From an optimization exercise on the open Yosys and OpenROAD flow, aimed at small area and a short achievable clock period; shortcuts taken in it are not production practice.
Function was checked by simulation only, so behaviour that the tests miss may differ from the original.
Power and IR drop assume default switching activity.

==> design.v <==
package dsc_pkg;
    localparam int TOLERANCE    = 5;
    localparam int Q_BITS       = 19;
    localparam int CFG_IDX_BITS = 1;
    localparam logic [CFG_IDX_BITS-1:0] CFG_DEPTH_LOW  = CFG_IDX_BITS'(0);
    localparam logic [CFG_IDX_BITS-1:0] CFG_DEPTH_HIGH = CFG_IDX_BITS'(1);
    localparam logic [2:0] SEG_VIOLET = 3'd0;
    localparam logic [2:0] SEG_BLUE   = 3'd1;
    localparam logic [2:0] SEG_CYAN   = 3'd2;
    localparam logic [2:0] SEG_GREEN  = 3'd3;
    localparam logic [2:0] SEG_YELLOW = 3'd4;
    localparam logic [2:0] SEG_RED    = 3'd5;
    localparam logic [2:0] SEG_BLACK  = 3'd6;
    function automatic logic [7:0] level257(input logic [16:0] v);
        if (v == 17'd0) level257 = 8'd0;
        else            level257 = 8'(v[16:8] - {8'd0, {1'b0, v[7:0]} <= v[16:8]});
    endfunction
endpackage
import dsc_pkg::*;
module dsc_div #(
    parameter logic [18:0] CUT  = 19'h7FFFF,
    parameter int          SIDE = 2
) (
    input  logic              i_clk,
    input  logic              i_rst_n,
    input  logic              i_v,
    input  logic [15:0]       i_n25,
    input  logic [10:0]       i_den,
    input  logic [SIDE-1:0]   i_side,
    output logic              o_v,
    output logic [18:0]       o_q,
    output logic [SIDE-1:0]   o_side
);
    logic [10:0]     w_r    [20];
    logic [4:0]      w_n    [20];
    logic [18:0]     w_q    [20];
    logic [10:0]     w_den  [20];
    logic [SIDE-1:0] w_side [20];
    logic            w_v    [20];
    assign w_r[0]    = i_n25[15:5];
    assign w_n[0]    = i_n25[4:0];
    assign w_q[0]    = '0;
    assign w_den[0]  = ~i_den;
    assign w_side[0] = i_side;
    assign w_v[0]    = i_v;
    for (genvar s = 0; s < 19; s++) begin : g_row
        localparam int B = 18 - s;
        logic [11:0] n_t;
        logic [12:0] n_sub;
        logic        n_ge;
        logic [10:0] n_r;
        logic [18:0] n_q;
        assign n_t  = {w_r[s], (B >= 14) ? w_n[s][4] : 1'b0};
        assign n_sub = {1'b0, n_t} + {2'b11, w_den[s]} + 13'd1;
        assign n_ge  = !n_sub[12];
        assign n_r   = n_ge ? n_sub[10:0] : n_t[10:0];
        assign n_q  = w_q[s] | (19'(n_ge) << B);
        if (CUT[s]) begin : g_reg
            logic [10:0]     r_r;
            logic [4:0]      r_n;
            logic [18:0]     r_q;
            logic [10:0]     r_den;
            logic [SIDE-1:0] r_side;
            logic            r_v;
            always_ff @(posedge i_clk) begin
                if (!i_rst_n) r_v <= 1'b0;
                else          r_v <= w_v[s];
            end
            always_ff @(posedge i_clk) begin
                r_r    <= n_r;
                r_n    <= {w_n[s][3:0], 1'b0};
                r_q    <= n_q;
                r_den  <= w_den[s];
                r_side <= w_side[s];
            end
            assign w_r[s+1]    = r_r;
            assign w_n[s+1]    = r_n;
            assign w_q[s+1]    = r_q;
            assign w_den[s+1]  = r_den;
            assign w_side[s+1] = r_side;
            assign w_v[s+1]    = r_v;
        end else begin : g_comb
            assign w_r[s+1]    = n_r;
            assign w_n[s+1]    = {w_n[s][3:0], 1'b0};
            assign w_q[s+1]    = n_q;
            assign w_den[s+1]  = w_den[s];
            assign w_side[s+1] = w_side[s];
            assign w_v[s+1]    = w_v[s];
        end
    end
    assign o_v    = w_v[19];
    assign o_q    = w_q[19];
    assign o_side = w_side[19];
endmodule
import dsc_pkg::*;
module dsc_cdiv #(
    parameter logic [8:0] CUT  = 9'h1FF,
    parameter int         SIDE = 1
) (
    input  logic              i_clk,
    input  logic              i_rst_n,
    input  logic              i_v,
    input  logic [16:0]       i_x,
    input  logic [2:0]        i_seg,
    input  logic [16:0]       i_t,
    input  logic [SIDE-1:0]   i_side,
    output logic              o_v,
    output logic [16:0]       o_c,
    output logic [15:0]       o_u,
    output logic [4:0]        o_vrem,
    output logic [2:0]        o_seg,
    output logic [SIDE-1:0]   o_side
);
    function automatic logic [6:0] span(input logic [2:0] seg);
        case (seg)
            SEG_VIOLET: span = 7'd90;
            SEG_BLUE:   span = 7'd50;
            SEG_CYAN:   span = 7'd20;
            SEG_GREEN:  span = 7'd70;
            default:    span = 7'd65;
        endcase
    endfunction
    function automatic logic [8:0] span3(input logic [2:0] seg);
        case (seg)
            SEG_VIOLET: span3 = 9'd270;
            SEG_BLUE:   span3 = 9'd150;
            SEG_CYAN:   span3 = 9'd60;
            SEG_GREEN:  span3 = 9'd210;
            default:    span3 = 9'd195;
        endcase
    endfunction
    logic [6:0]      w_rr   [10];
    logic [11:0]     w_xn   [10];
    logic [17:0]     w_c    [10];
    logic [4:0]      w_fr   [10];
    logic [11:0]     w_tn   [10];
    logic [15:0]     w_u    [10];
    logic [2:0]      w_seg  [10];
    logic [SIDE-1:0] w_side [10];
    logic            w_v    [10];
    assign w_rr[0]   = {2'b0, i_x[16:12]};
    assign w_xn[0]   = i_x[11:0];
    assign w_c[0]    = '0;
    assign w_fr[0]   = i_t[16:12];
    assign w_tn[0]   = i_t[11:0];
    assign w_u[0]    = '0;
    assign w_seg[0]  = i_seg;
    assign w_side[0] = i_side;
    assign w_v[0]    = i_v;
    for (genvar k = 0; k < 9; k++) begin : g_row
        localparam int B = 16 - 2 * k;
        logic [6:0]  n_s;
        logic [8:0]  n_rt;
        logic [9:0]  n_r1;
        logic [9:0]  n_r2;
        logic [9:0]  n_r3;
        logic [1:0]  n_rq;
        logic [6:0]  n_rr;
        logic [17:0] n_c;
        logic [11:0] n_xn;
        logic [6:0]  n_ft;
        logic [7:0]  n_f1;
        logic [7:0]  n_f2;
        logic [7:0]  n_f3;
        logic [1:0]  n_fq;
        logic [4:0]  n_fr;
        logic [15:0] n_u;
        logic [11:0] n_tn;
        assign n_s  = span(w_seg[k]);
        assign n_rt = {w_rr[k], w_xn[k][11:10]};
        assign n_r1 = {1'b0, n_rt} - {3'b0, n_s};
        assign n_r2 = {1'b0, n_rt} - {2'b0, n_s, 1'b0};
        assign n_r3 = {1'b0, n_rt} - {1'b0, span3(w_seg[k])};
        assign n_rq = !n_r3[9] ? 2'd3 : !n_r2[9] ? 2'd2 : !n_r1[9] ? 2'd1 : 2'd0;
        assign n_rr = !n_r3[9] ? n_r3[6:0] : !n_r2[9] ? n_r2[6:0] : !n_r1[9] ? n_r1[6:0] : n_rt[6:0];
        assign n_c  = w_c[k] | (18'(n_rq) << B);
        assign n_xn = {w_xn[k][9:0], 2'b0};
        if (k == 0) begin : g_nofade
            assign n_fr = w_fr[k];
            assign n_u  = w_u[k];
            assign n_tn = w_tn[k];
        end else begin : g_fade
            assign n_ft = {w_fr[k], w_tn[k][11:10]};
            assign n_f1 = {1'b0, n_ft} - 8'd25;
            assign n_f2 = {1'b0, n_ft} - 8'd50;
            assign n_f3 = {1'b0, n_ft} - 8'd75;
            assign n_fq = !n_f3[7] ? 2'd3 : !n_f2[7] ? 2'd2 : !n_f1[7] ? 2'd1 : 2'd0;
            assign n_fr = !n_f3[7] ? n_f3[4:0] : !n_f2[7] ? n_f2[4:0] : !n_f1[7] ? n_f1[4:0] : n_ft[4:0];
            assign n_u  = w_u[k] | (16'(n_fq) << B);
            assign n_tn = {w_tn[k][9:0], 2'b0};
        end
        if (CUT[k]) begin : g_reg
            logic [6:0]      r_rr;
            logic [11:0]     r_xn;
            logic [17:0]     r_c;
            logic [4:0]      r_fr;
            logic [11:0]     r_tn;
            logic [15:0]     r_u;
            logic [2:0]      r_seg;
            logic [SIDE-1:0] r_side;
            logic            r_v;
            always_ff @(posedge i_clk) begin
                if (!i_rst_n) r_v <= 1'b0;
                else          r_v <= w_v[k];
            end
            always_ff @(posedge i_clk) begin
                r_rr   <= n_rr;
                r_xn   <= n_xn;
                r_c    <= n_c;
                r_fr   <= n_fr;
                r_tn   <= n_tn;
                r_u    <= n_u;
                r_seg  <= w_seg[k];
                r_side <= w_side[k];
            end
            assign w_rr[k+1]   = r_rr;
            assign w_xn[k+1]   = r_xn;
            assign w_c[k+1]    = r_c;
            assign w_fr[k+1]   = r_fr;
            assign w_tn[k+1]   = r_tn;
            assign w_u[k+1]    = r_u;
            assign w_seg[k+1]  = r_seg;
            assign w_side[k+1] = r_side;
            assign w_v[k+1]    = r_v;
        end else begin : g_comb
            assign w_rr[k+1]   = n_rr;
            assign w_xn[k+1]   = n_xn;
            assign w_c[k+1]    = n_c;
            assign w_fr[k+1]   = n_fr;
            assign w_tn[k+1]   = n_tn;
            assign w_u[k+1]    = n_u;
            assign w_seg[k+1]  = w_seg[k];
            assign w_side[k+1] = w_side[k];
            assign w_v[k+1]    = w_v[k];
        end
    end
    assign o_v    = w_v[9];
    assign o_c    = w_c[9][16:0];
    assign o_u    = w_u[9];
    assign o_vrem = w_fr[9];
    assign o_seg  = w_seg[9];
    assign o_side = w_side[9];
endmodule
import dsc_pkg::*;
module depth_to_spectrum_color #(
    parameter int DEPTH_BITS = 11
) (
    input  logic                               i_clk,
    input  logic                               i_rst_n,
    input  logic                               start,
    output logic                               busy,
    input  logic                               i_cfg_we,
    input  logic [dsc_pkg::CFG_IDX_BITS-1:0]   i_cfg_idx,
    input  logic [DEPTH_BITS-1:0]              i_cfg_data,
    input  logic [DEPTH_BITS-1:0]              i_depth_sample,
    input  logic                               i_frame_end_in,
    output logic                               o_valid,
    output logic [7:0]                         o_blue_level,
    output logic [7:0]                         o_green_level,
    output logic [7:0]                         o_red_level,
    output logic                               o_frame_end_out
);
    localparam logic [18:0] DIV_CUT  = 19'h7FFFF;
    localparam logic [8:0]  CDIV_CUT = 9'h1FF;
    assign busy = 1'b0;
    logic        r0_v;
    logic [10:0] r0_d;
    logic        r0_fe;
    logic        r0_we;
    logic        r0_idx;
    logic [10:0] r0_data;
    logic [10:0] r_lo;
    logic [10:0] r_hi;
    always_ff @(posedge i_clk) begin
        if (!i_rst_n) begin
            r0_v  <= 1'b0;
            r0_we <= 1'b0;
        end else begin
            r0_v  <= start;
            r0_we <= i_cfg_we;
        end
    end
    always_ff @(posedge i_clk) begin
        r0_d    <= i_depth_sample;
        r0_fe   <= i_frame_end_in;
        r0_idx  <= i_cfg_idx;
        r0_data <= i_cfg_data;
    end
    always_ff @(posedge i_clk) begin
        if (!i_rst_n) begin
            r_lo <= 11'd909;
            r_hi <= 11'd930;
        end else if (r0_we) begin
            if (r0_idx == CFG_DEPTH_HIGH) r_hi <= r0_data;
            else                          r_lo <= r0_data;
        end
    end
    logic [11:0] n_d5;
    logic        n_ib;
    logic        r1_v;
    logic        r1_fe;
    logic [10:0] r1_diff;
    logic [10:0] r1_den;
    assign n_d5 = {1'b0, r0_d} + 12'(TOLERANCE);
    assign n_ib = (r_hi > r_lo) && (n_d5 >= {1'b0, r_lo}) && (n_d5 <= {1'b0, r_hi});
    always_ff @(posedge i_clk) begin
        if (!i_rst_n) r1_v <= 1'b0;
        else          r1_v <= r0_v;
    end
    always_ff @(posedge i_clk) begin
        r1_fe   <= r0_fe;
        r1_diff <= 11'(n_d5 - {1'b0, r_lo});
        r1_den  <= n_ib ? (r_hi - r_lo) : 11'd0;
    end
    logic        r2n_v;
    logic        r2n_fe;
    logic [15:0] r2n_n25;
    logic [10:0] r2n_den;
    always_ff @(posedge i_clk) begin
        if (!i_rst_n) r2n_v <= 1'b0;
        else          r2n_v <= r1_v;
    end
    always_ff @(posedge i_clk) begin
        r2n_fe   <= r1_fe;
        r2n_n25  <= ({5'b0, r1_diff} << 4) + ({5'b0, r1_diff} << 3) + {5'b0, r1_diff};
        r2n_den  <= r1_den;
    end
    logic        div_v;
    logic [18:0] div_q;
    logic        div_fe;
    dsc_div #(
        .CUT  (DIV_CUT),
        .SIDE (1)
    ) u_div (
        .i_clk   (i_clk),
        .i_rst_n (i_rst_n),
        .i_v     (r2n_v),
        .i_n25   (r2n_n25),
        .i_den   (r2n_den),
        .i_side  (r2n_fe),
        .o_v     (div_v),
        .o_q     (div_q),
        .o_side  (div_fe)
    );
    logic [8:0]  n_qk;
    logic [2:0]  n_seg;
    logic [18:0] n_x;
    logic        n_near;
    logic        n_far;
    logic [18:0] n_tfar;
    logic [4:0]  n_tgt;
    logic [2:0]  n_m;
    logic        r3b_v;
    logic [16:0] r3b_x;
    logic [2:0]  r3b_seg;
    logic [16:0] r3b_t;
    logic [3:0]  r3b_side;
    assign n_qk = div_q[18:10];
    always_comb begin
        if (n_qk > 9'd400) begin
            n_seg = SEG_BLACK;
            n_x   = '0;
        end else if (n_qk < 9'd90) begin
            n_seg = SEG_VIOLET;
            n_x   = 19'(90 * 1024) - div_q;
        end else if (n_qk < 9'd140) begin
            n_seg = SEG_BLUE;
            n_x   = div_q - 19'(90 * 1024);
        end else if (n_qk < 9'd160) begin
            n_seg = SEG_CYAN;
            n_x   = 19'(160 * 1024) - div_q;
        end else if (n_qk < 9'd230) begin
            n_seg = SEG_GREEN;
            n_x   = div_q - 19'(160 * 1024);
        end else if (n_qk < 9'd295) begin
            n_seg = SEG_YELLOW;
            n_x   = 19'(295 * 1024) - div_q;
        end else begin
            n_seg = SEG_RED;
            n_x   = '0;
        end
    end
    assign n_near = n_qk < 9'd70;
    assign n_far  = div_q > 19'(330 * 1024);
    assign n_tfar = 19'(400 * 1024) - div_q;
    for (genvar i = 0; i < 5; i++) begin : g_tgt
        assign n_tgt[i] = n_near ? (div_q > 19'(14336 * i)) : (div_q < 19'(400 * 1024 - 14336 * i));
    end
    always_comb begin
        if (!(n_near || n_far)) n_m = 3'd7;
        else if (n_tgt[4])      n_m = 3'd5;
        else if (n_tgt[3])      n_m = 3'd4;
        else if (n_tgt[2])      n_m = 3'd3;
        else if (n_tgt[1])      n_m = 3'd2;
        else if (n_tgt[0])      n_m = 3'd1;
        else                    n_m = 3'd0;
    end
    always_ff @(posedge i_clk) begin
        if (!i_rst_n) r3b_v <= 1'b0;
        else          r3b_v <= div_v;
    end
    always_ff @(posedge i_clk) begin
        r3b_x    <= n_x[16:0];
        r3b_seg  <= n_seg;
        r3b_t    <= n_near ? div_q[16:0] : (n_far ? n_tfar[16:0] : 17'd0);
        r3b_side <= {n_m, div_fe};
    end
    logic        cd_v;
    logic [16:0] cd_c;
    logic [15:0] cd_u;
    logic [4:0]  cd_vrem;
    logic [2:0]  cd_seg;
    logic [3:0]  cd_side;
    dsc_cdiv #(
        .CUT  (CDIV_CUT),
        .SIDE (4)
    ) u_cdiv (
        .i_clk   (i_clk),
        .i_rst_n (i_rst_n),
        .i_v     (r3b_v),
        .i_x     (r3b_x),
        .i_seg   (r3b_seg),
        .i_t     (r3b_t),
        .i_side  (r3b_side),
        .o_v     (cd_v),
        .o_c     (cd_c),
        .o_u     (cd_u),
        .o_vrem  (cd_vrem),
        .o_seg   (cd_seg),
        .o_side  (cd_side)
    );
    logic        n_fade;
    logic        n_corr;
    logic [15:0] n_f;
    logic        r4_v;
    logic [16:0] r4_c;
    logic [16:0] r4_f;
    logic [2:0]  r4_seg;
    logic [1:0]  r4_side;
    assign n_fade = cd_side[3:1] != 3'd7;
    assign n_corr = cd_vrem < {2'b0, cd_side[3:1]};
    assign n_f    = cd_u + (n_corr ? 16'd19660 : 16'd19661);
    always_ff @(posedge i_clk) begin
        if (!i_rst_n) r4_v <= 1'b0;
        else          r4_v <= cd_v;
    end
    always_ff @(posedge i_clk) begin
        if (cd_seg == SEG_RED) r4_c <= n_fade ? {1'b0, n_f} : 17'h10000;
        else                   r4_c <= cd_c;
        r4_f    <= (n_fade && cd_seg == SEG_VIOLET) ? {1'b0, n_f} : 17'h10000;
        r4_seg  <= cd_seg;
        r4_side <= {n_fade, cd_side[0]};
    end
    function automatic logic [33:0] csa_s(input logic [33:0] a, input logic [33:0] b, input logic [33:0] c);
        csa_s = a ^ b ^ c;
    endfunction
    function automatic logic [33:0] csa_c(input logic [33:0] a, input logic [33:0] b, input logic [33:0] c);
        csa_c = {((a & b) | (a & c) | (b & c)), 1'b0};
    endfunction
    localparam logic [33:0] BOOTH_K = 34'h2AAAC0000;
    logic [18:0] n_fx;
    logic [8:0]  n_neg;
    logic [33:0] n_pp [10];
    logic [33:0] n_l1 [7];
    logic [33:0] n_l2 [5];
    assign n_fx = {1'b0, r4_f, 1'b0};
    for (genvar j = 0; j < 9; j++) begin : g_booth
        logic        n_one;
        logic        n_two;
        logic [17:0] n_mag;
        logic [18:0] n_u;
        assign n_neg[j] = n_fx[2*j+2] & ~(n_fx[2*j+1] & n_fx[2*j]);
        assign n_one    = n_fx[2*j+1] ^ n_fx[2*j];
        assign n_two    = (n_fx[2*j+2] & ~n_fx[2*j+1] & ~n_fx[2*j]) | (~n_fx[2*j+2] & n_fx[2*j+1] & n_fx[2*j]);
        assign n_mag    = ({18{n_one}} & {1'b0, r4_c}) | ({18{n_two}} & {r4_c, 1'b0});
        assign n_u      = {~n_neg[j], n_mag ^ {18{n_neg[j]}}};
        assign n_pp[j]  = (34'(n_u) << (2 * j)) & ~34'hFF;
    end
    assign n_pp[9] = BOOTH_K | (34'(n_neg[8]) << 16) | (34'(n_neg[7]) << 14) | (34'(n_neg[6]) << 12)
                   | (34'(n_neg[5]) << 10) | (34'(n_neg[4]) << 8);
    for (genvar i = 0; i < 3; i++) begin : g_l1
        assign n_l1[2*i]   = csa_s(n_pp[3*i], n_pp[3*i+1], n_pp[3*i+2]);
        assign n_l1[2*i+1] = csa_c(n_pp[3*i], n_pp[3*i+1], n_pp[3*i+2]);
    end
    assign n_l1[6] = n_pp[9];
    for (genvar i = 0; i < 2; i++) begin : g_l2
        assign n_l2[2*i]   = csa_s(n_l1[3*i], n_l1[3*i+1], n_l1[3*i+2]);
        assign n_l2[2*i+1] = csa_c(n_l1[3*i], n_l1[3*i+1], n_l1[3*i+2]);
    end
    assign n_l2[4] = n_l1[6];
    logic        r5_v;
    logic [33:0] r5_m [5];
    logic [7:0]  r5_lf;
    logic [2:0]  r5_seg;
    logic        r5_fe;
    always_ff @(posedge i_clk) begin
        if (!i_rst_n) r5_v <= 1'b0;
        else          r5_v <= r4_v;
    end
    always_ff @(posedge i_clk) begin
        for (int i = 0; i < 5; i++) r5_m[i] <= n_l2[i];
        r5_lf   <= r4_side[1] ? dsc_pkg::level257(r4_f) : 8'd255;
        r5_seg  <= r4_seg;
        r5_fe   <= r4_side[0];
    end
    logic [33:0] n_l4 [4];
    logic [33:0] n_l5 [3];
    logic [33:0] n_l6 [2];
    assign n_l4[0] = csa_s(r5_m[0], r5_m[1], r5_m[2]);
    assign n_l4[1] = csa_c(r5_m[0], r5_m[1], r5_m[2]);
    assign n_l4[2] = r5_m[3];
    assign n_l4[3] = r5_m[4];
    assign n_l5[0] = csa_s(n_l4[0], n_l4[1], n_l4[2]);
    assign n_l5[1] = csa_c(n_l4[0], n_l4[1], n_l4[2]);
    assign n_l5[2] = n_l4[3];
    assign n_l6[0] = csa_s(n_l5[0], n_l5[1], n_l5[2]);
    assign n_l6[1] = csa_c(n_l5[0], n_l5[1], n_l5[2]);
    logic        r6_v;
    logic [33:0] r6_a;
    logic [33:0] r6_b;
    logic [7:0]  r6_lf;
    logic [2:0]  r6_seg;
    logic        r6_fe;
    always_ff @(posedge i_clk) begin
        if (!i_rst_n) r6_v <= 1'b0;
        else          r6_v <= r5_v;
    end
    always_ff @(posedge i_clk) begin
        r6_a    <= n_l6[0];
        r6_b    <= n_l6[1];
        r6_lf   <= r5_lf;
        r6_seg  <= r5_seg;
        r6_fe   <= r5_fe;
    end
    logic [33:0] n_prod;
    logic        r7_v;
    logic [16:0] r7_p;
    logic [7:0]  r7_lf;
    logic [2:0]  r7_seg;
    logic        r7_fe;
    assign n_prod = r6_a + r6_b;
    always_ff @(posedge i_clk) begin
        if (!i_rst_n) r7_v <= 1'b0;
        else          r7_v <= r6_v;
    end
    always_ff @(posedge i_clk) begin
        r7_p    <= n_prod[32:16];
        r7_lf   <= r6_lf;
        r7_seg  <= r6_seg;
        r7_fe   <= r6_fe;
    end
    logic       r8_v;
    logic [7:0] r8_lp;
    logic [7:0] r8_lf;
    logic [2:0] r8_seg;
    logic       r8_fe;
    always_ff @(posedge i_clk) begin
        if (!i_rst_n) r8_v <= 1'b0;
        else          r8_v <= r7_v;
    end
    always_ff @(posedge i_clk) begin
        r8_lp   <= dsc_pkg::level257(r7_p);
        r8_lf   <= r7_lf;
        r8_seg  <= r7_seg;
        r8_fe   <= r7_fe;
    end
    logic [7:0] n_r;
    logic [7:0] n_g;
    logic [7:0] n_b;
    always_comb begin
        n_r = '0;
        n_g = '0;
        n_b = '0;
        case (r8_seg)
            SEG_VIOLET: begin n_r = r8_lp;  n_b = r8_lf;  end
            SEG_BLUE:   begin n_g = r8_lp;  n_b = 8'd255; end
            SEG_CYAN:   begin n_g = 8'd255; n_b = r8_lp;  end
            SEG_GREEN:  begin n_r = r8_lp;  n_g = 8'd255; end
            SEG_YELLOW: begin n_r = 8'd255; n_g = r8_lp;  end
            SEG_RED:    begin n_r = r8_lp;  end
            default:    ;
        endcase
    end
    always_ff @(posedge i_clk) begin
        if (!i_rst_n) o_valid <= 1'b0;
        else          o_valid <= r8_v;
    end
    always_ff @(posedge i_clk) begin
        o_red_level     <= n_r;
        o_green_level   <= n_g;
        o_blue_level    <= n_b;
        o_frame_end_out <= r8_fe;
    end
endmodule
==> run.sh <==
#!/bin/bash
# synth_recipe.tcl (not shown) runs the flow's synth.tcl, then flattens the netlist and writes it again
# the make line also repeats each setting of config.mk as NAME=value (left out here)
make -C /OpenROAD-flow-scripts/flow DESIGN_CONFIG=/design/flow/config.mk WORK_HOME=/design/flow/orfs CLKGATE_MAP_FILE= SYNTH_SCRIPT=/design/flow/synth_recipe.tcl finish
==> config.mk <==
export PLATFORM = sky130hd
export DESIGN_NAME = depth_to_spectrum_color
export DESIGN_NICKNAME = depth_to_spectrum_color
export VERILOG_FILES = /design/flow/design.v
export SDC_FILE = /design/flow/constraint.sdc
export NUM_CORES = 4
export LEC_CHECK = 0
export CAP_MARGIN = 20
export CORE_MARGIN = 2
export CORE_UTILIZATION = 40
export CTS_BUF_LIST = sky130_fd_sc_hd__clkbuf_8
export CTS_CLUSTER_DIAMETER = 40
export CTS_CLUSTER_SIZE = 26
export SETUP_SLACK_MARGIN = 5
export SLEW_MARGIN = 20
==> constraint.sdc <==
create_clock -name core_clock -period 8.0 [get_ports {i_clk}]
set_input_delay 1.6000 -clock core_clock [delete_from_list [all_inputs] [get_ports {i_clk}]]
set_output_delay 1.6000 -clock core_clock [all_outputs]
set_load 0.01 [all_outputs]
==> summary.txt, run 1 <==
=====================================================================================
Status                                                       timing/DRC/antenna clean
Final max-slew violation count                                                      0
Pre-antenna DRT Iters                                                               6
Area share of fa/ha/maj cells after synthesis                                   0.164
Highest clock frequency the design can meet                                   337 MHz
Row count                                                                         145
Worst max-slew margin expressed relative to the limit                           0.312
CTS H-tree depth                                                                    4
Setup TNS                                                                        0 ns
Data arrival at the endpoint of the critical path                             1.37 ns
CTS tree                                                                        built
FILL cells                                                                     14,500
I/O pin total                                                                      55
#FFs+latches synth                                                              1,447
Busiest layer in global routing                                                  met2
RSZ-0062 raised after global routing                                             true
Power Total                                                                   33.4 mW
Worst setup path category                                                flop to primary output
Met2 Use GR                                                                     0.258
Worst-skew pair later-pin latency                                             0.92 ns
Fraction of post-synthesis cell area in the top cell type by area               0.463
Count of buffering cells on the critical path with inverters included               1
Antenna violations before repair                                                    3
Final Cycle Share                                                               0.371
Detailed router's first-iteration violation count                               2,118
Number of clock sinks                                                           1,447
Mean routed wirelength per cell                                               14.6 um
CTS Buf Count                                                                     191
Seq/Total Area, Yosys                                                           0.463
Layout area overhead                                                            12.6%
Setup crit end kind                                                      primary output
Die width                                                                      400 um
Post-Synthesis Net Count                                                        6,857
Crit path launch type                                                            flop
Placer congestion estimate                                                      0.854
Die Outline Area                                                         160,000 um^2
Total power density per cell area                                         474 nW/um^2
Area inside the core boundary                                            156,000 um^2
Starting Density                                                                0.402
Post-CTS Hold Fix Bufs                                                              0
Leak Pwr                                                                      29.9 nW
Met3 track demand over resource                                                0.0285
Dominant register cell in the synthesized netlist                        sky130_fd_sc_hd__dfxtp_1
Final setup violation count                                                         0
Maximum vdd ir drop                                                          0.210 mV
Share of synthesized flip-flops with an asynchronous set or reset                   0
Count of warnings emitted by yosys                                                 25
Synthesized area                                                          62,600 um^2
Multiplexer share of the synthesized area                                      0.0405
Final Hold Vio Count                                                                0
Cells traversed along the worst timing path                                     buf_6
Cell type with the largest total area after synthesis                    sky130_fd_sc_hd__dfxtp_1
Pin count of the biggest net entering global routing                               62
Commonest cells post-synth                                               1,447 x sky130_fd_sc_hd__dfxtp_1, 581 x sky130_fd_sc_hd__ha_1, 431 x sky130_fd_sc_hd__inv_1
Post-layout min period                                                        2.97 ns
Die height                                                                     400 um
Global-route wire length before repair                                     204,000 um
Via count                                                                      42,300
Final clock skew                                                            0.0741 ns
Dominant combinational cell family by area after synthesis                adder cells
Clock Tree Root                                                          sky130_fd_sc_hd__clkbuf_8
Post-Syn Instances                                                              6,099
Number of buffers added on ports                                                   53
# DRC                                                                               0
Biggest fanout along the worst timing path                                          1
Slew @ Worst Pin                                                              1.03 ns
Met1 Usage GRT                                                                  0.193
Number of nets in the layout                                                    6,977
Post-synthesis share of cell area spent on and, or, nand and nor gates          0.109
Required time reported for the critical path endpoint                         6.40 ns
Post-synth cell types                                                              79
Worst stage delay on the critical path                                        0.34 ns
Max-capacitance violation count                                                     0
Buffer levels on the longest clock path                                             3
Final design area excluding fillers                                       70,500 um^2
Largest delay contributor family on the critical path                      flip-flops
Cell with the most instances after synthesis                             sky130_fd_sc_hd__dfxtp_1
EDFF count, synth                                                                   0
Compound-cell area share of the yosys netlist                                   0.133
Avg Synthesized Cell Area                                                   10.3 um^2
Worst hold path class                                                    flop to flop
DP HPWL                                                                     90,800 um
Share of the synthesized netlist area taken by xor and xnor gates              0.0543
Via-per-instance ratio                                                           5.01
WL final                                                                   123,000 um
Final antenna-violating net count                                                   0
Share of layout cells above drive strength 1                                    0.111
DP Area                                                                   65,200 um^2
Global router's overall resource usage                                          0.153
Leading post-synthesis cells by cell area                                sky130_fd_sc_hd__dfxtp_1 46%, sky130_fd_sc_hd__ha_1 12%, sky130_fd_sc_hd__fa_1 4.8%, sky130_fd_sc_hd__xnor2_1 3.7%, sky130_fd_sc_hd__o21ai_0 2.7%
Via count of the first global-routing pass                                     41,600
CP max stage cell                                                        sky130_fd_sc_hd__dfxtp_2
Total congestion overflow                                                           0
Clock transition at the registers of the reported paths                       0.10 ns
=====================================================================================
layout by cell type, fill, tap and decap left out, types with 24 or more instances in the layout:
cell type                         Yosys  final
sky130_fd_sc_hd__a211oi_1            58     58
sky130_fd_sc_hd__and2_1              71     71
sky130_fd_sc_hd__fa_1               149    149
sky130_fd_sc_hd__o21bai_1            26     26
sky130_fd_sc_hd__xor2_1             127    126
sky130_fd_sc_hd__o21ai_0            342    333
sky130_fd_sc_hd__mux2i_1             82     82
sky130_fd_sc_hd__nor3_1             146    143
sky130_fd_sc_hd__nor2_1             355    348
sky130_fd_sc_hd__dfxtp_2              0     31
sky130_fd_sc_hd__o21a_1              47     44
sky130_fd_sc_hd__a21o_1              93     92
sky130_fd_sc_hd__clkdlybuf4s50_1      0     27
sky130_fd_sc_hd__or3_1               45     44
sky130_fd_sc_hd__ha_1               581    576
sky130_fd_sc_hd__nor2b_1            111    109
sky130_fd_sc_hd__a21boi_0            40     34
sky130_fd_sc_hd__nand2_1            393    388
sky130_fd_sc_hd__clkbuf_8             0    201
sky130_fd_sc_hd__inv_1              431    440
sky130_fd_sc_hd__a21oi_1            275    269
sky130_fd_sc_hd__nand2b_1            94     94
sky130_fd_sc_hd__buf_4                1     35
sky130_fd_sc_hd__xnor2_1            261    261
sky130_fd_sc_hd__inv_6                0     24
sky130_fd_sc_hd__dfxtp_1           1447   1415
sky130_fd_sc_hd__o31ai_1             33     32
sky130_fd_sc_hd__nand3_1             54     52
sky130_fd_sc_hd__mux2_2             152    152
sky130_fd_sc_hd__a22oi_1            123    123
routing by layer:
layer	part of all wire	up-vias
met5	0	-
met4	0.028	0
met3	0.041	244
met2	0.48	816
met1	0.45	19800
li1	-	21400
sequential cells by signal, indices dropped and copies added (netlist names), 30 cells and up:
register / count
u_div.g_row.g_reg.r_r: 198
u_cdiv.g_row.g_reg.r_tn: 42
u_div.g_row.g_reg.r_den: 198
u_cdiv.g_row.g_reg.r_u: 70
u_div.g_row.g_reg.r_q: 190
r5_m: 60
u_cdiv.g_row.g_reg.r_fr: 45
u_cdiv.g_row.g_reg.r_c: 81
u_cdiv.g_row.g_reg.r_side: 36
u_cdiv.g_row.g_reg.r_xn: 30
u_cdiv.g_row.g_reg.r_rr: 56
through the flow:
step | cells | hold slack [ns] | util | setup slack, ns
after detailed placement | 8072 | 0.312 | 0.419 | 4.76
final | 8447 | 0.279 | 0.452 | 5.03
after floorplan | 6099 | 0.310 | - | 5.17
after global routing | 8447 | 0.270 | 0.452 | 4.91
after CTS | 8435 | 0.274 | 0.450 | 4.91
after global placement | 8072 | 0.310 | 0.419 | 4.76
logic make-up after synthesis:
| kind of cell | count (synthesis) |
|---|---|
| AOI/OAI and AO/OA | 1291 |
| buffers and inverters | 595 |
| and+or+nand+nor | 1413 |
| other | 1 |
| muxes | 234 |
| xor gates and xnor gates | 388 |
| adders and majority gates | 730 |
| DFF | 1447 |
worst paths after layout:
| kind | start | cells after the start | end | slack [ns] |
|---|---|---|---|---|
| max | o_blue_level[1] | 1 | o_blue_level[1] | 5.03 |
| min | u_div.g_row[13].g_reg.r_q[11] | 0 | u_div.g_row[14].g_reg.r_q[11] | 0.28 |
| max reg2reg | r4_f[10] | 7 | r5_m[0][20] | 5.13 |
| min reg2reg | u_div.g_row[13].g_reg.r_q[11] | 0 | u_div.g_row[14].g_reg.r_q[11] | 0.28 |
where the power goes:
group / total [mW] / internal, mW / switching [mW] / leakage (nW)
Combinational: 15.0 / 7.05 / 7.93 / 15.5
Clock: 6.51 / 3.13 / 3.38 / 2.40
Sequential: 11.9 / 9.94 / 1.96 / 12.0
final cells by class:
type	instances	area, um^2	share of cell area
Antenna cell	2	5.00	0.0000710
Multi-Input combinational cell	4057	31700	0.450
Clock buffer	201	2770	0.0393
Timing Repair Buffer	89	731	0.0104
Tap cell	2058	2570	0.0365
Clock inverter	160	2050	0.0292
Inverter	433	1630	0.0231
Sequential cell	1447	29000	0.412
repair_timing:
item	CTS	global route
setup buffers	2	9
pin swaps	3	7
gates cloned	0	1
resized for setup	142	102
setup endpoints to repair	121	267
==> run 2: changes to the inputs <==
--- a/config.mk
+++ b/config.mk
@@ -11,5 +11,5 @@
 export CTS_BUF_LIST = sky130_fd_sc_hd__clkbuf_8
 export CTS_CLUSTER_DIAMETER = 40
-export CTS_CLUSTER_SIZE = 26
+export CTS_CLUSTER_SIZE = 24
 export SETUP_SLACK_MARGIN = 5
 export SLEW_MARGIN = 20
==> run 2 against run 1 <==
Setup slack about the same. Die area is the same. Hold slack barely moved. Routed wire length barely moved. Clock power is essentially flat. Critical path type unchanged. Critical endpoint unchanged. Largest power group unchanged. Highest routed layer unchanged.
==> summary.txt, run 2 <==
====================================================================================
Status                                                      timing/DRC/antenna clean
Detailed router's first-iteration violation count                              2,182   +3.0%
Final setup violation count                                                        0   unchanged
Setup TNS                                                                       0 ns   unchanged
DP HPWL                                                                    90,800 um   unchanged
Max-capacitance violation count                                                    0   unchanged
Setup crit end kind                                                     primary output
End of the worst register-to-register path                               r5_m[0][20]
Total internal power                                                         20.1 mW   about the same
RSZ-0062 raised after global routing                                            true
Worst hold path class                                                   flop to flop
Crit path depth                                                                    1   unchanged
Post-Syn Instances                                                             6,099   unchanged
CP max stage cell                                                       sky130_fd_sc_hd__dfxtp_2
Pre-antenna DRT Iters                                                              6   unchanged
Placer congestion estimate                                                     0.854   unchanged
Worst-skew pair later-pin latency                                            0.92 ns   about the same
Data arrival at the endpoint of the critical path                            1.37 ns   about the same
Required time reported for the critical path endpoint                        6.40 ns   about the same
Total congestion overflow                                                          0   unchanged
Combinational power share                                                      0.449   about the same
Buffer levels on the longest clock path                                            3   unchanged
Slew @ Worst Pin                                                             1.03 ns   +0.000464 ns
Flop-to-flop setup slack                                                     5.11 ns   -0.02 ns
Die width                                                                     400 um   unchanged
Final max-slew violation count                                                     0   unchanged
Maximum vdd ir drop                                                         0.210 mV   about the same
Leading post-synthesis cells by cell area                               sky130_fd_sc_hd__dfxtp_1 46%, sky130_fd_sc_hd__ha_1 12%, sky130_fd_sc_hd__fa_1 4.8%, sky130_fd_sc_hd__xnor2_1 3.7%, sky130_fd_sc_hd__o21ai_0 2.7%
Largest delay contributor family on the critical path                     flip-flops
Most used cells in the layout excluding fill and tap cells              1,415 x sky130_fd_sc_hd__dfxtp_1, 576 x sky130_fd_sc_hd__ha_1, 440 x sky130_fd_sc_hd__inv_1
CTS Buf Count                                                                    191   unchanged
Cell with the most instances after synthesis                            sky130_fd_sc_hd__dfxtp_1
Final Cycle Share                                                              0.371   about the same
Seq/Total Area, Yosys                                                          0.463   unchanged
Clock power frac                                                               0.195   about the same
Post-Synthesis Net Count                                                       6,857   unchanged
Dominant register cell in the synthesized netlist                       sky130_fd_sc_hd__dfxtp_1
Commonest cells post-synth                                              1,447 x sky130_fd_sc_hd__dfxtp_1, 581 x sky130_fd_sc_hd__ha_1, 431 x sky130_fd_sc_hd__inv_1
Biggest fanout along the worst timing path                                         1   unchanged
Post-layout min period                                                       2.97 ns   +0.000210 ns
Area of all sequential standard cells                                    29,000 um^2   unchanged
Post-placement setup slack                                                   4.76 ns   unchanged
Post-CTS Hold Fix Bufs                                                             0   unchanged
Clock transition at the registers of the reported paths                      0.10 ns   about the same
Worst setup path category                                               flop to primary output
Total power density per cell area                                        474 nW/um^2   about the same
Fraction of post-synthesis cell area in the top cell type by area              0.463   unchanged
Biggest regs                                                            u_div.g_row.g_reg.r_den (198), u_div.g_row.g_reg.r_r (198), u_div.g_row.g_reg.r_q (190)
Final antenna-violating net count                                                  0   unchanged
Flop pwr share                                                                 0.357   about the same
Avg Synthesized Cell Area                                                  10.3 um^2   unchanged
FILL cells                                                                    14,500   -0.0069%
Global-route wire length before repair                                    204,000 um   about the same
Cells traversed along the worst timing path                                    buf_6
Total net switching power                                                    13.3 mW   about the same
Area inside the core boundary                                           156,000 um^2   unchanged
Die Outline Area                                                        160,000 um^2   unchanged
Final Hold Vio Count                                                               0   unchanged
Leak Pwr                                                                     29.9 nW   about the same
Source of the worst register-to-register timing path                        r4_f[10]
Share of synthesized flip-flops with an asynchronous set or reset                  0   unchanged
Pin count of the biggest net entering global routing                              62   unchanged
Starting Density                                                               0.402   unchanged
Number of cells on the worst reg-to-reg path                                       7   unchanged
Final clock skew                                                           0.0740 ns   -0.0000691 ns
Clock Tree Root                                                         sky130_fd_sc_hd__clkbuf_8
Final standard cell utilization of the core                                    0.452   about the same
Multi-input gate area                                                    31,700 um^2   unchanged
Switching part of the total power                                              0.397   about the same
Global router's overall resource usage                                         0.153   about the same
Antenna violations before repair                                                   3   unchanged
End of the critical path                                                o_blue_level[1]
Worst max-slew margin expressed relative to the limit                          0.312   about the same
Highest clock frequency the design can meet                                  337 MHz   about the same
Layout area overhead                                                           12.6%   about the same
Worst setup path start                                                  o_blue_level[1]
Mean routed wirelength per cell                                              14.6 um   about the same
Post-synth cell types                                                             79   unchanged
Die height                                                                    400 um   unchanged
Worst stage delay on the critical path                                       0.34 ns   about the same
CTS H-tree depth                                                                   4   unchanged
Share of layout cells above drive strength 1                                   0.111   -0.000139
# DRC                                                                              0   unchanged
EDFF count, synth                                                                  0   unchanged
Count of warnings emitted by yosys                                                25   unchanged
Synthesized area                                                         62,600 um^2   unchanged
Commonest non-fill, non-tap cell in the layout                          sky130_fd_sc_hd__dfxtp_1
Row count                                                                        145   unchanged
Via-per-instance ratio                                                          5.00   about the same
Setup slack of the critical path after layout                                5.03 ns   -0.000210 ns
Via count of the first global-routing pass                                    41,600   +0.038%
Crit path launch type                                                           flop
Number of buffers added on ports                                                  53   unchanged
Number of nets in the layout                                                   6,976   -0.014%
Power Total                                                                  33.4 mW   about the same
Number of clock sinks                                                          1,447   unchanged
CTS tree                                                                       built
Cell type with the largest total area after synthesis                   sky130_fd_sc_hd__dfxtp_1
I/O pin total                                                                     55   unchanged
Count of buffering cells on the critical path with inverters included              1   unchanged
Via count                                                                     42,300   -0.021%
#FFs+latches synth                                                             1,447   unchanged
WL final                                                                  123,000 um   about the same
====================================================================================
run 2: cell type report:
cell class / instances / area share
antenna: 2 / 0.0000710
clock buffer: 201 / 0.0393
clock inverter: 160 / 0.0290
inverter: 433 / 0.0231
multi-input combinational: 4057 / 0.450
sequential: 1447 / 0.412
tap: 2058 / 0.0365
timing repair buffer: 88 / 0.0103
run 2: worst min-delay path by stage:
stage / startpoint / to / slack, ns / depth (start not counted)
floorplan: r8_fe / o_frame_end_out / 0.31 / 0
global placement: u_div.g_row[7].g_reg.r_q[14] / u_div.g_row[8].g_reg.r_q[14] / 0.31 / 0
detailed placement: r5_lf[7] / r6_lf[7] / 0.31 / 0
CTS: u_div.g_row[13].g_reg.r_q[11] / u_div.g_row[14].g_reg.r_q[11] / 0.27 / 0
global route: u_div.g_row[13].g_reg.r_q[11] / u_div.g_row[14].g_reg.r_q[11] / 0.27 / 0
finish: u_div.g_row[13].g_reg.r_q[11] / u_div.g_row[14].g_reg.r_q[11] / 0.28 / 0
run 2: repair_timing:
item	4_1_cts	5_1_grt
endpoints found under the hold margin	0	0
endpoints found under the setup margin	120	267
setup buffers	2	8
pin swaps	3	7
cloned	0	1
resized for setup	140	103
run 2: layer usage:
layer  vias up  part of all wire  global-route usage
met2       757              0.48               0.257
met5         -                 0                   0
met3       259             0.038              0.0285
li1      21400                 -                   -
met1     19900              0.46               0.193
met4         0             0.029              0.0585
run 2: cells by family (layout without fill, tap and decap cells):
family | Yosys count | in the layout | synth area share
other cells | 1 | 3 | 0.0000599
flops | 1447 | 1447 | 0.463
fa+ha+maj | 730 | 730 | 0.164
simple gates | 1413 | 1413 | 0.109
buf+inv | 595 | 882 | 0.0360
xor+xnor | 388 | 388 | 0.0543
mux | 234 | 234 | 0.0405
compound gates | 1291 | 1291 | 0.133
run 2: power by group through the flow:
stage | sequential (mW) | clock (mW) | combinational, mW
floorplan | 11.0 | 0 | 12.0
global placement | 12.0 | 0 | 14.4
detailed placement | 12.0 | 0 | 14.7
CTS | 11.9 | 6.75 | 14.9
global route | 12.2 | 7.06 | 17.0
finish | 11.9 | 6.50 | 15.0
run 2: per-stage QoR:
| step | hold WS, ns | std cells | cell area [um^2] |
|---|---|---|---|
| finish | 0.279 | 8446 | 70500 |
| global route | 0.270 | 8446 | 70500 |
| CTS | 0.274 | 8435 | 70100 |
| detailed placement | 0.312 | 8072 | 65200 |
| global placement | 0.310 | 8072 | 65200 |
| floorplan | 0.310 | 6099 | 62600 |
==> run 3: changes to the inputs <==
--- a/config.mk
+++ b/config.mk
@@ -10,6 +10,5 @@
 export CORE_UTILIZATION = 40
 export CTS_BUF_LIST = sky130_fd_sc_hd__clkbuf_8
-export CTS_CLUSTER_DIAMETER = 40
-export CTS_CLUSTER_SIZE = 24
+export CTS_CLUSTER_SIZE = 20
 export SETUP_SLACK_MARGIN = 5
 export SLEW_MARGIN = 20
==> run 3 against run 2 <==
Still clean. Clock skew fell by 0.026 ns. Setup slack gained 0.032 ns. Maximum frequency rose by 1.1%. Routed wire length increased by 0.48%. Die area stayed put. Via count increased by 0.35%. Hold slack better by 0.024 ns. Critical endpoint is now o_valid. Largest power group unchanged.
==> summary.txt, run 3 <==
====================================================================================
Status                                                      timing/DRC/antenna clean
Layout area overhead                                                           12.9%
Final Hold Vio Count                                                               0   unchanged
Pin count of the biggest net entering global routing                              62   unchanged
Number of cells on the worst reg-to-reg path                                       7   unchanged
Worst hold path class                                                   flop to flop
Post-Syn Instances                                                             6,099   unchanged
CTS tree                                                                       built
Seq/Total Area, Yosys                                                          0.463   unchanged
Mean routed wirelength per cell                                              14.5 um   -0.26%
Maximum vdd ir drop                                                         0.210 mV   about the same
Number of placed instances, taps included                                      8,072   unchanged
Total congestion overflow                                                          0   unchanged
# DRC                                                                              0   unchanged
Final max-slew violation count                                                     0   unchanged
Worst stage delay on the critical path                                       0.31 ns   -0.03 ns
CTS H-tree depth                                                                   4   unchanged
Leading post-synthesis cells by cell area                               sky130_fd_sc_hd__dfxtp_1 46%, sky130_fd_sc_hd__ha_1 12%, sky130_fd_sc_hd__fa_1 4.8%, sky130_fd_sc_hd__xnor2_1 3.7%, sky130_fd_sc_hd__o21ai_0 2.7%
Data arrival at the endpoint of the critical path                            1.33 ns   -0.04 ns
Min-Delay Path Depth                                                               0   unchanged
Buffer levels on the longest clock path                                            3   unchanged
Sink of the worst hold path                                             u_div.g_row[13].g_reg.r_q[15]
Placer congestion estimate                                                     0.854   unchanged
CTS Buf Count                                                                    234   +23%
Count of warnings emitted by yosys                                                25   unchanged
Total internal power                                                         20.7 mW   +3.1%
Leak Pwr                                                                     30.4 nW   +1.5%
Die width                                                                     400 um   unchanged
I/O pin total                                                                     55   unchanged
Final clock skew                                                           0.0478 ns   -0.0262 ns
Final antenna-violating net count                                                  0   unchanged
RSZ-0062 raised after global routing                                            true
Required time reported for the critical path endpoint                        6.40 ns   about the same
Post-synth cell types                                                             79   unchanged
Via count                                                                     42,400   +0.35%
Global-route wire length before repair                                    205,000 um   +0.66%
Worst hold slack                                                            0.303 ns   +0.0242 ns
Final Cycle Share                                                              0.367   -0.00402
Worst setup path category                                               flop to primary output
Setup TNS                                                                       0 ns   unchanged
Via-per-instance ratio                                                          4.99   -0.39%
Total power density per cell area                                        474 nW/um^2   +0.12%
End of the worst register-to-register path                               r5_m[0][16]
Number of nets in the layout                                                   7,017   +0.59%
Pre-antenna DRT Iters                                                              9   +3
Share of layout cells above drive strength 1                                   0.108   -0.00258
Slew @ Worst Pin                                                             1.05 ns   +0.0196 ns
Count of buffering cells on the critical path with inverters included              1   unchanged
Commonest cells post-synth                                              1,447 x sky130_fd_sc_hd__dfxtp_1, 581 x sky130_fd_sc_hd__ha_1, 431 x sky130_fd_sc_hd__inv_1
Via count of the first global-routing pass                                    42,100   +1.2%
Final standard cell utilization of the core                                    0.453   +0.00118
Biggest regs                                                            u_div.g_row.g_reg.r_den (198), u_div.g_row.g_reg.r_r (198), u_div.g_row.g_reg.r_q (190)
Worst-skew pair later-pin latency                                            0.93 ns   about the same
Highest clock frequency the design can meet                                  341 MHz   +1.1%
Crit path launch type                                                           flop
Number of buffers added on ports                                                  53   unchanged
DP HPWL                                                                    90,800 um   unchanged
Share of synthesized flip-flops with an asynchronous set or reset                  0   unchanged
WL final                                                                  124,000 um   +0.48%
Power Total                                                                  33.5 mW   +0.38%
DP Area                                                                  65,200 um^2   unchanged
Flop pwr share                                                                 0.356   about the same
Cells traversed along the worst timing path                                    buf_6
Switching part of the total power                                              0.381   -0.0162
Most used cells in the layout excluding fill and tap cells              1,417 x sky130_fd_sc_hd__dfxtp_1, 577 x sky130_fd_sc_hd__ha_1, 502 x sky130_fd_sc_hd__inv_1
Final design area excluding fillers                                      70,600 um^2   +0.26%
Detailed router's first-iteration violation count                              2,101   -3.7%
Die height                                                                    400 um   unchanged
Post-layout min period                                                       2.93 ns   -0.0321 ns
Clock Tree Root                                                         sky130_fd_sc_hd__clkbuf_8
Worst setup path start                                                       o_valid
Clock transition at the registers of the reported paths                      0.06 ns   -0.04 ns
EDFF count, synth                                                                  0   unchanged
Clock power frac                                                               0.197   +0.002
Setup slack of the critical path after layout                                5.07 ns   +0.0321 ns
Largest delay contributor family on the critical path                     flip-flops
Setup crit end kind                                                     primary output
Die Outline Area                                                        160,000 um^2   unchanged
Cell type with the largest total area after synthesis                   sky130_fd_sc_hd__dfxtp_1
Antenna violations before repair                                                   3   unchanged
Fraction of post-synthesis cell area in the top cell type by area              0.463   unchanged
Post-placement setup slack                                                   4.76 ns   unchanged
Total net switching power                                                    12.8 mW   -3.7%
Worst hold path startpoint                                              u_div.g_row[12].g_reg.r_q[15]
Cell with the most instances after synthesis                            sky130_fd_sc_hd__dfxtp_1
Number of clock sinks                                                          1,447   unchanged
Final standard cell count with taps included and fillers excluded              8,509   +0.75%
Worst max-slew margin expressed relative to the limit                          0.299   -0.0131
Dominant register cell in the synthesized netlist                       sky130_fd_sc_hd__dfxtp_1
Commonest non-fill, non-tap cell in the layout                          sky130_fd_sc_hd__dfxtp_1
Post-Synthesis Net Count                                                       6,857   unchanged
Combinational power share                                                      0.448   about the same
Final setup violation count                                                        0   unchanged
Avg Synthesized Cell Area                                                  10.3 um^2   unchanged
Starting Density                                                               0.402   unchanged
Row count                                                                        145   unchanged
#FFs+latches synth                                                             1,447   unchanged
Post-CTS Hold Fix Bufs                                                             0   unchanged
Max-capacitance violation count                                                    0   unchanged
Global router's overall resource usage                                         0.154   +0.000849
Source of the worst register-to-register timing path                        r4_f[10]
CP max stage cell                                                       sky130_fd_sc_hd__dfxtp_2
Biggest fanout along the worst timing path                                         1   unchanged
Flop-to-flop setup slack                                                     5.16 ns   +0.05 ns
Synthesized area                                                         62,600 um^2   unchanged
Area inside the core boundary                                           156,000 um^2   unchanged
====================================================================================
run 3: area by class of cell:
type / count / area [um^2]
sequential: 1447 / 29000
multi-input combinational: 4057 / 31700
inverter: 433 / 1630
tap: 2058 / 2570
antenna: 5 / 12.5
fill: 14600 / 85200
clock buffer: 284 / 3910
timing repair buffer: 86 / 711
clock inverter: 139 / 1110
run 3: worst max path at each step:
stage,end,slack [ns],cells after the start
6_report,o_valid,5.07,1
5_1_grt,o_valid,4.95,1
4_1_cts,o_valid,4.82,1
3_5_place_dp,u_cdiv.g_row[0].g_reg.r_rr[6],4.76,7
3_3_place_gp,r3b_t[4],4.76,10
2_1_floorplan,r5_m[2][26],5.17,7
run 3: layer usage:
| layer | up-vias | part of all wire | GRT usage |
|---|---|---|---|
| met5 | - | 0 | 0 |
| met4 | 0 | 0.027 | 0.0606 |
| met3 | 248 | 0.042 | 0.0301 |
| met2 | 787 | 0.48 | 0.258 |
| met1 | 19900 | 0.46 | 0.193 |
| li1 | 21400 | - | - |
run 3: power groups by stage:
stage,logic [mW],registers [mW],clock network [mW]
floorplan,12.0,11.0,0
global placement,14.4,12.0,0
detailed placement,14.7,12.0,0
CTS,14.9,11.9,6.84
global route,17.1,12.2,7.17
finish,15.0,11.9,6.58
run 3: cells by family (layout without fill, tap and decap cells):
kind of cell    after synthesis  after routing  synth area share
buf+inv                     595            942            0.0360
fa+ha+maj                   730            730             0.164
simple gates               1413           1413             0.109
mux                         234            234            0.0405
xor+xnor                    388            388            0.0543
flops                      1447           1447             0.463
compound gates             1291           1291             0.133
other cells                   1              6         0.0000599
run 3: what timing repair did:
action / in CTS / in global routing
endpoints found under the setup margin: 130 / 253
resized for setup: 133 / 96
pin swaps: 3 / 3
endpoints found under the hold margin: 0 / 0
buffers inserted: 2 / 7
==> run 4: changes to the inputs <==
--- a/config.mk
+++ b/config.mk
@@ -10,5 +10,6 @@
 export CORE_UTILIZATION = 40
 export CTS_BUF_LIST = sky130_fd_sc_hd__clkbuf_8
-export CTS_CLUSTER_SIZE = 20
+export CTS_CLUSTER_DIAMETER = 50
+export CTS_CLUSTER_SIZE = 24
 export SETUP_SLACK_MARGIN = 5
 export SLEW_MARGIN = 20
==> run 4 against run 3 <==
Power shrank 4.4%. Clock-buffer cell count shrank 139. Synthesized area is the same. Still clean. Setup slack gained 0.0068 ns. Synthesized cell count is the same.
==> summary.txt, run 4 <==
=====================================================================================
Final design area excluding fillers                                       69,000 um^2   -2.3%
Row count                                                                         145   unchanged
Flop-to-flop setup slack                                                      5.15 ns   about the same
Setup crit end kind                                                      primary output
Highest clock frequency the design can meet                                   342 MHz   +0.23%
RSZ-0062 raised after global routing                                             true
Cell with the most instances after synthesis                             sky130_fd_sc_hd__dfxtp_1
Worst stage delay on the critical path                                        0.34 ns   +0.03 ns
Fraction of post-synthesis cell area in the top cell type by area               0.463   unchanged
Pre-antenna DRT Iters                                                               8   -1
Total power density per cell area                                         464 nW/um^2   -2.2%
Slew @ Worst Pin                                                              1.00 ns   -0.0504 ns
Count of buffering cells on the critical path with inverters included               1   unchanged
Layout area overhead                                                            10.3%
Starting Density                                                                0.402   unchanged
Final clock skew                                                            0.0681 ns   +0.0203 ns
Post-layout min period                                                        2.93 ns   -0.00677 ns
Final Cycle Share                                                               0.366   -0.000846
Biggest regs                                                             u_div.g_row.g_reg.r_den (198), u_div.g_row.g_reg.r_r (198), u_div.g_row.g_reg.r_q (190)
Clock power frac                                                                0.161   -0.036
Commonest cells post-synth                                               1,447 x sky130_fd_sc_hd__dfxtp_1, 581 x sky130_fd_sc_hd__ha_1, 431 x sky130_fd_sc_hd__inv_1
Data arrival at the endpoint of the critical path                             1.33 ns   about the same
Synthesized area                                                          62,600 um^2   unchanged
Total congestion overflow                                                           0   unchanged
Via-per-instance ratio                                                           5.01   +0.60%
Share of synthesized flip-flops with an asynchronous set or reset                   0   unchanged
Buffer levels on the longest clock path                                             3   unchanged
Final setup violation count                                                         0   unchanged
CP max stage cell                                                        sky130_fd_sc_hd__dfxtp_2
Worst hold path class                                                    flop to flop
Number of nets in the layout                                                    6,921   -1.4%
FILL cells                                                                     14,600   +0.51%
Seq/Total Area, Yosys                                                           0.463   unchanged
Cell type with the largest total area after synthesis                    sky130_fd_sc_hd__dfxtp_1
Global-route wire length before repair                                     202,000 um   -1.7%
CTS H-tree depth                                                                    4   unchanged
Combinational power share                                                       0.468   +0.020
Worst setup path category                                                flop to primary output
Final Hold Vio Count                                                                0   unchanged
Via count                                                                      41,800   -1.4%
Dominant register cell in the synthesized netlist                        sky130_fd_sc_hd__dfxtp_1
Compound-cell area share of the yosys netlist                                   0.133   unchanged
Commonest non-fill, non-tap cell in the layout                           sky130_fd_sc_hd__dfxtp_1
Die Outline Area                                                         160,000 um^2   unchanged
Largest delay contributor family on the critical path                      flip-flops
Number of buffers added on ports                                                   53   unchanged
End of the worst register-to-register path                                r5_m[0][20]
Required time reported for the critical path endpoint                         6.40 ns   about the same
Pin count of the biggest net entering global routing                               62   unchanged
Setup TNS                                                                        0 ns   unchanged
Switching part of the total power                                               0.399   +0.0184
Detailed router's first-iteration violation count                               2,246   +6.9%
Sink of the worst hold path                                                r2n_den[8]
CTS tree                                                                        built
Share of layout cells above drive strength 1                                   0.0959   -0.0124
Total net switching power                                                     12.8 mW   +0.23%
Clock Tree Root                                                          sky130_fd_sc_hd__clkbuf_8
Via count of the first global-routing pass                                     40,900   -2.9%
DP Area                                                                   65,200 um^2   unchanged
Min-Delay Path Depth                                                                0   unchanged
Biggest fanout along the worst timing path                                          1   unchanged
Post-synth cell types                                                              79   unchanged
Final antenna-violating net count                                                   0   unchanged
Placer congestion estimate                                                      0.854   unchanged
Mean routed wirelength per cell                                               14.6 um   +0.68%
Number of clock sinks                                                           1,447   unchanged
Post-synthesis share of cell area spent on and, or, nand and nor gates          0.109   unchanged
Dominant combinational cell family by area after synthesis                adder cells
DP HPWL                                                                     90,800 um   unchanged
Post-Syn Instances                                                              6,099   unchanged
Worst-skew pair later-pin latency                                             0.88 ns   -0.05 ns
#FFs+latches synth                                                              1,447   unchanged
Leading post-synthesis cells by cell area                                sky130_fd_sc_hd__dfxtp_1 46%, sky130_fd_sc_hd__ha_1 12%, sky130_fd_sc_hd__fa_1 4.8%, sky130_fd_sc_hd__xnor2_1 3.7%, sky130_fd_sc_hd__o21ai_0 2.7%
Most used cells in the layout excluding fill and tap cells               1,415 x sky130_fd_sc_hd__dfxtp_1, 577 x sky130_fd_sc_hd__ha_1, 435 x sky130_fd_sc_hd__inv_1
Source of the worst register-to-register timing path                         r4_f[10]
Avg Synthesized Cell Area                                                   10.3 um^2   unchanged
I/O pin total                                                                      55   unchanged
Final max-slew violation count                                                      0   unchanged
Clock transition at the registers of the reported paths                       0.11 ns   +0.05 ns
Area inside the core boundary                                            156,000 um^2   unchanged
Die width                                                                      400 um   unchanged
Worst max-slew margin expressed relative to the limit                           0.332   +0.0336
Die height                                                                     400 um   unchanged
Maximum vdd ir drop                                                          0.243 mV   +16%
Status                                                       timing/DRC/antenna clean
WL final                                                                   122,000 um   -1.3%
Global router's overall resource usage                                          0.151   -0.00235
Post-CTS Hold Fix Bufs                                                              0   unchanged
Total internal power                                                          19.2 mW   -7.2%
# DRC                                                                               0   unchanged
Area share of fa/ha/maj cells after synthesis                                   0.164   unchanged
Cells traversed along the worst timing path                                     buf_6
Number of cells on the worst reg-to-reg path                                        7   unchanged
Flop pwr share                                                                  0.371   +0.015
EDFF count, synth                                                                   0   unchanged
Antenna violations before repair                                                    3   unchanged
Max-capacitance violation count                                                     0   unchanged
CTS Buf Count                                                                     138   -41%
Count of warnings emitted by yosys                                                 25   unchanged
Crit path launch type                                                            flop
Share of the synthesized netlist area taken by xor and xnor gates              0.0543   unchanged
Multiplexer share of the synthesized area                                      0.0405   unchanged
Post-Synthesis Net Count                                                        6,857   unchanged
Worst hold path startpoint                                                  r1_den[8]
Leak Pwr                                                                      29.2 nW   -3.9%
=====================================================================================
==> run 4: cell counts after synthesis <==
No cell type changed its count.
==> run 4: how the worst max path moves through the flow <==
stage | start | end | depth (start not counted) | slack [ns]
floorplan | r4_f[13] | r5_m[2][26] | 7 | 5.17
global placement | u_div.g_row[18].g_reg.r_q[0] | r3b_t[4] | 10 | 4.76
detailed placement | r3b_seg[2] | u_cdiv.g_row[0].g_reg.r_rr[6] | 7 | 4.76
CTS | o_valid | o_valid | 1 | 4.79
global route | u_div.g_row[0].g_reg.r_den[0] | u_div.g_row[1].g_reg.r_r[1] | 10 | 4.96
finish | o_green_level[1] | o_green_level[1] | 1 | 5.07
==> run 4: timing repair <==
action                                  CTS  global route
buffers inserted                          2             6
endpoints found under the setup margin  123           273
pin swaps                                 3             5
hold endpoints to repair                  0             0
gates cloned                              0             1
resized for setup                       136           105
==> run 4: worst reg2reg max path: cells and delay by family (launching register included) <==
| family | cells | cell delay (ns) |
|---|---|---|
| buf+inv | 2 | 0.79 |
| fa+ha+maj | 3 | 1.17 |
| flops | 1 | 0.41 |
| simple gates | 1 | 0.13 |
| xor+xnor | 1 | 0.21 |
==> run 4: per-layer routing <==
layer	share of wire	routed length, um	track usage	up-vias
met3	0.038	4620	0.0253	215
met4	0.025	3090	0.0542	0
met1	0.46	56100	0.193	19700
met2	0.48	58200	0.256	711
met5	0	0	0	-
li1	-	-	-	21200
==> run 4: through the flow <==
stage	setup WS (ns)	hold slack (ns)	power, mW	std cells	utilization
floorplan	5.17	0.310	23.0	6099	-
global placement	4.76	0.310	26.4	8072	0.419
detailed placement	4.76	0.312	26.7	8072	0.419
CTS	4.79	0.283	32.1	8327	0.440
global route	4.96	0.294	34.9	8338	0.443
finish	5.07	0.290	32.0	8338	0.443
==> run 4: logic make-up after synthesis <==
group | count (synthesis)
compound gates | 1291
xor+xnor | 388
flops | 1447
mux | 234
simple gates | 1413
other cells | 1
fa+ha+maj | 730
buf+inv | 595
==> run 4: power groups by stage <==
stage | combinational, mW | clock, mW | sequential (mW)
after floorplan | 12.0 | 0 | 11.0
after global placement | 14.4 | 0 | 12.0
after detailed placement | 14.7 | 0 | 12.0
after CTS | 14.9 | 5.37 | 11.9
after global routing | 17.0 | 5.66 | 12.2
final | 15.0 | 5.16 | 11.9
==> run 4: final cells by class <==
class | count | area (um^2) | share of cell area
diodes | 4 | 10.0 | 0.000145
multi-input cells | 4057 | 31700 | 0.459
well taps | 2058 | 2570 | 0.0373
clock buffers | 145 | 2000 | 0.0289
repair buffers | 86 | 718 | 0.0104
inverters | 433 | 1630 | 0.0235
flip-flops and latches | 1447 | 29000 | 0.420
clock inverters | 108 | 1390 | 0.0202
==> run 5: changes to the inputs <==
--- a/config.mk
+++ b/config.mk
@@ -10,6 +10,6 @@
 export CORE_UTILIZATION = 40
 export CTS_BUF_LIST = sky130_fd_sc_hd__clkbuf_8
-export CTS_CLUSTER_DIAMETER = 50
-export CTS_CLUSTER_SIZE = 24
+export CTS_CLUSTER_DIAMETER = 40
+export CTS_CLUSTER_SIZE = 22
 export SETUP_SLACK_MARGIN = 5
 export SLEW_MARGIN = 20
==> run 5 against run 4 <==
Clock-buffer cell count is 56 higher. Critical path depth stayed put. Maximum frequency is 0.94% lower. Sequential power hardly changed. First-iteration DRC count is 1.9% lower. Routed wire length is 0.82% higher. Critical path type unchanged. Setup slack worse by 0.028 ns. Flip-flop and latch count stayed put. Non-clock buffer count is 3 higher. Sequential share of layout area is 0.85 points lower. Critical endpoint is now o_blue_level[1].
==> summary.txt, run 5 <==
====================================================================================
Status                                                      timing/DRC/antenna clean
Final Hold Vio Count                                                               0   unchanged
Number of nets in the layout                                                   6,977   +0.81%
Switching part of the total power                                              0.397   -0.00249
Cell with the most instances after synthesis                            sky130_fd_sc_hd__dfxtp_1
DP HPWL                                                                    90,800 um   unchanged
Final antenna-violating net count                                                  0   unchanged
Slew @ Worst Pin                                                             1.04 ns   +0.0391 ns
Largest delay contributor family on the critical path                     flip-flops
Dominant register cell in the synthesized netlist                       sky130_fd_sc_hd__dfxtp_1
Total net switching power                                                    13.2 mW   +3.5%
Worst hold slack                                                            0.283 ns   -0.00660 ns
Number of clock sinks                                                          1,447   unchanged
Area inside the core boundary                                           156,000 um^2   unchanged
RSZ-0062 raised after global routing                                            true
Buffer levels on the longest clock path                                            3   unchanged
I/O pin total                                                                     55   unchanged
Pre-antenna DRT Iters                                                              5   -3
WL final                                                                  123,000 um   +0.82%
Commonest non-fill, non-tap cell in the layout                          sky130_fd_sc_hd__dfxtp_1
Antenna violations before repair                                                   3   unchanged
Via count                                                                     42,200   +0.87%
End of the worst register-to-register path                               r5_m[0][20]
#FFs+latches synth                                                             1,447   unchanged
# DRC                                                                              0   unchanged
Die height                                                                    400 um   unchanged
CTS H-tree depth                                                                   4   unchanged
Clock power frac                                                               0.194   +0.033
Crit path depth                                                                    1   unchanged
Cells traversed along the worst timing path                                    buf_6
Post-placement setup slack                                                   4.76 ns   unchanged
Total internal power                                                         20.1 mW   +4.6%
Post-layout min period                                                       2.96 ns   +0.0278 ns
Starting Density                                                               0.402   unchanged
Post-Syn Instances                                                             6,099   unchanged
Synthesized area                                                         62,600 um^2   unchanged
CTS Buf Count                                                                    191   +38%
Setup TNS                                                                       0 ns   unchanged
Via count of the first global-routing pass                                    41,600   +1.6%
Setup slack of the critical path after layout                                5.04 ns   -0.0278 ns
Share of synthesized flip-flops with an asynchronous set or reset                  0   unchanged
Seq/Total Area, Yosys                                                          0.463   unchanged
Clock transition at the registers of the reported paths                      0.10 ns   about the same
Die Outline Area                                                        160,000 um^2   unchanged
Via-per-instance ratio                                                          4.99   -0.43%
Worst-skew pair later-pin latency                                            0.91 ns   +0.03 ns
Multi-input gate area                                                    31,700 um^2   about the same
Post-synth cell types                                                             79   unchanged
Post-CTS Hold Fix Bufs                                                             0   unchanged
Global-route wire length before repair                                    204,000 um   +1.0%
Count of buffering cells on the critical path with inverters included              1   unchanged
Most used cells in the layout excluding fill and tap cells              1,415 x sky130_fd_sc_hd__dfxtp_1, 576 x sky130_fd_sc_hd__ha_1, 440 x sky130_fd_sc_hd__inv_1
Final Cycle Share                                                              0.369   +0.00347
Clock Tree Root                                                         sky130_fd_sc_hd__clkbuf_8
Share of layout cells above drive strength 1                                   0.111   +0.0151
Maximum vdd ir drop                                                         0.210 mV   -14%
End of the critical path                                                o_blue_level[1]
Data arrival at the endpoint of the critical path                            1.36 ns   +0.03 ns
FILL cells                                                                    14,500   -0.69%
Placer congestion estimate                                                     0.854   unchanged
Biggest regs                                                            u_div.g_row.g_reg.r_den (198), u_div.g_row.g_reg.r_r (198), u_div.g_row.g_reg.r_q (190)
Area of all sequential standard cells                                    29,000 um^2   about the same
Flop-to-flop setup slack                                                     5.13 ns   -0.02 ns
Fraction of post-synthesis cell area in the top cell type by area              0.463   unchanged
Layout area overhead                                                           12.6%
Number of cells on the worst reg-to-reg path                                       7   unchanged
Final setup violation count                                                        0   unchanged
Worst hold path class                                                   flop to flop
Commonest cells post-synth                                              1,447 x sky130_fd_sc_hd__dfxtp_1, 581 x sky130_fd_sc_hd__ha_1, 431 x sky130_fd_sc_hd__inv_1
Highest clock frequency the design can meet                                  338 MHz   -0.94%
Die width                                                                     400 um   unchanged
====================================================================================
==> run 5: cell counts after synthesis <==
No cell type changed its count.
==> run 5: routing by layer <==
| layer | track usage | part of all wire | vias to the layer above |
|---|---|---|---|
| met5 | 0 | 0 | - |
| met4 | 0.0579 | 0.028 | 0 |
| met2 | 0.257 | 0.48 | 753 |
| met3 | 0.0285 | 0.038 | 238 |
| li1 | - | - | 21400 |
| met1 | 0.193 | 0.46 | 19800 |
==> run 5: worst min path at each step <==
stage                     depth (start not counted)  slack (ns)                             to
after floorplan                                   0        0.31                o_frame_end_out
after global placement                            0        0.31   u_div.g_row[8].g_reg.r_q[14]
after detailed placement                          0        0.31                       r6_lf[7]
after CTS                                         0        0.27  u_div.g_row[14].g_reg.r_q[11]
after global routing                              0        0.27  u_div.g_row[14].g_reg.r_q[11]
final                                             0        0.28  u_div.g_row[14].g_reg.r_q[11]
==> run 5: what timing repair did <==
action	4_1_cts	5_1_grt
cloned	0	1
pin swaps	3	7
buffers inserted	2	9
resized for setup	142	100
setup endpoints to repair	120	267
==> run 5: cells by family (layout without fill, tap and decap cells) <==
family / Yosys count / count (layout) / share of synthesized area
adders and majority gates: 730 / 730 / 0.164
AOI/OAI and AO/OA: 1291 / 1291 / 0.133
buffers and inverters: 595 / 883 / 0.0360
muxes: 234 / 234 / 0.0405
xor gates and xnor gates: 388 / 388 / 0.0543
other: 1 / 3 / 0.0000599
and+or+nand+nor: 1413 / 1413 / 0.109
DFF: 1447 / 1447 / 0.463
==> run 5: layout make-up <==
type | instances | share of cell area
sequential | 1447 | 0.412
multi-input combinational | 4057 | 0.450
inverter | 433 | 0.0231
clock buffer | 201 | 0.0393
tap | 2058 | 0.0366
antenna | 2 | 0.0000710
timing repair buffer | 89 | 0.0104
clock inverter | 160 | 0.0287
==> run 5: power groups by stage <==
stage	combinational, mW	sequential [mW]	clock [mW]
2_1_floorplan	12.0	11.0	0
3_3_place_gp	14.4	12.0	0
3_5_place_dp	14.7	12.0	0
4_1_cts	14.9	11.9	6.72
5_1_grt	17.0	12.2	7.03
6_report	15.0	11.9	6.47
==> run 5: stage by stage <==
step / utilization / total power, mW / instances / area [um^2]
2_1_floorplan: - / 23.0 / 6099 / 62600
3_5_place_dp: 0.419 / 26.7 / 8072 / 65200
3_3_place_gp: 0.419 / 26.4 / 8072 / 65200
5_1_grt: 0.452 / 36.3 / 8447 / 70400
6_report: 0.452 / 33.3 / 8447 / 70400
4_1_cts: 0.450 / 33.5 / 8435 / 70100

Setup slack of run 5, layout unchanged: 5.044 ns with ideal ports, 4.972 ns with driving cells assumed (clock clkbuf_16, inputs buf_2), 5.131 ns with port delays also shifted by the 0.952 ns mid clock arrival.
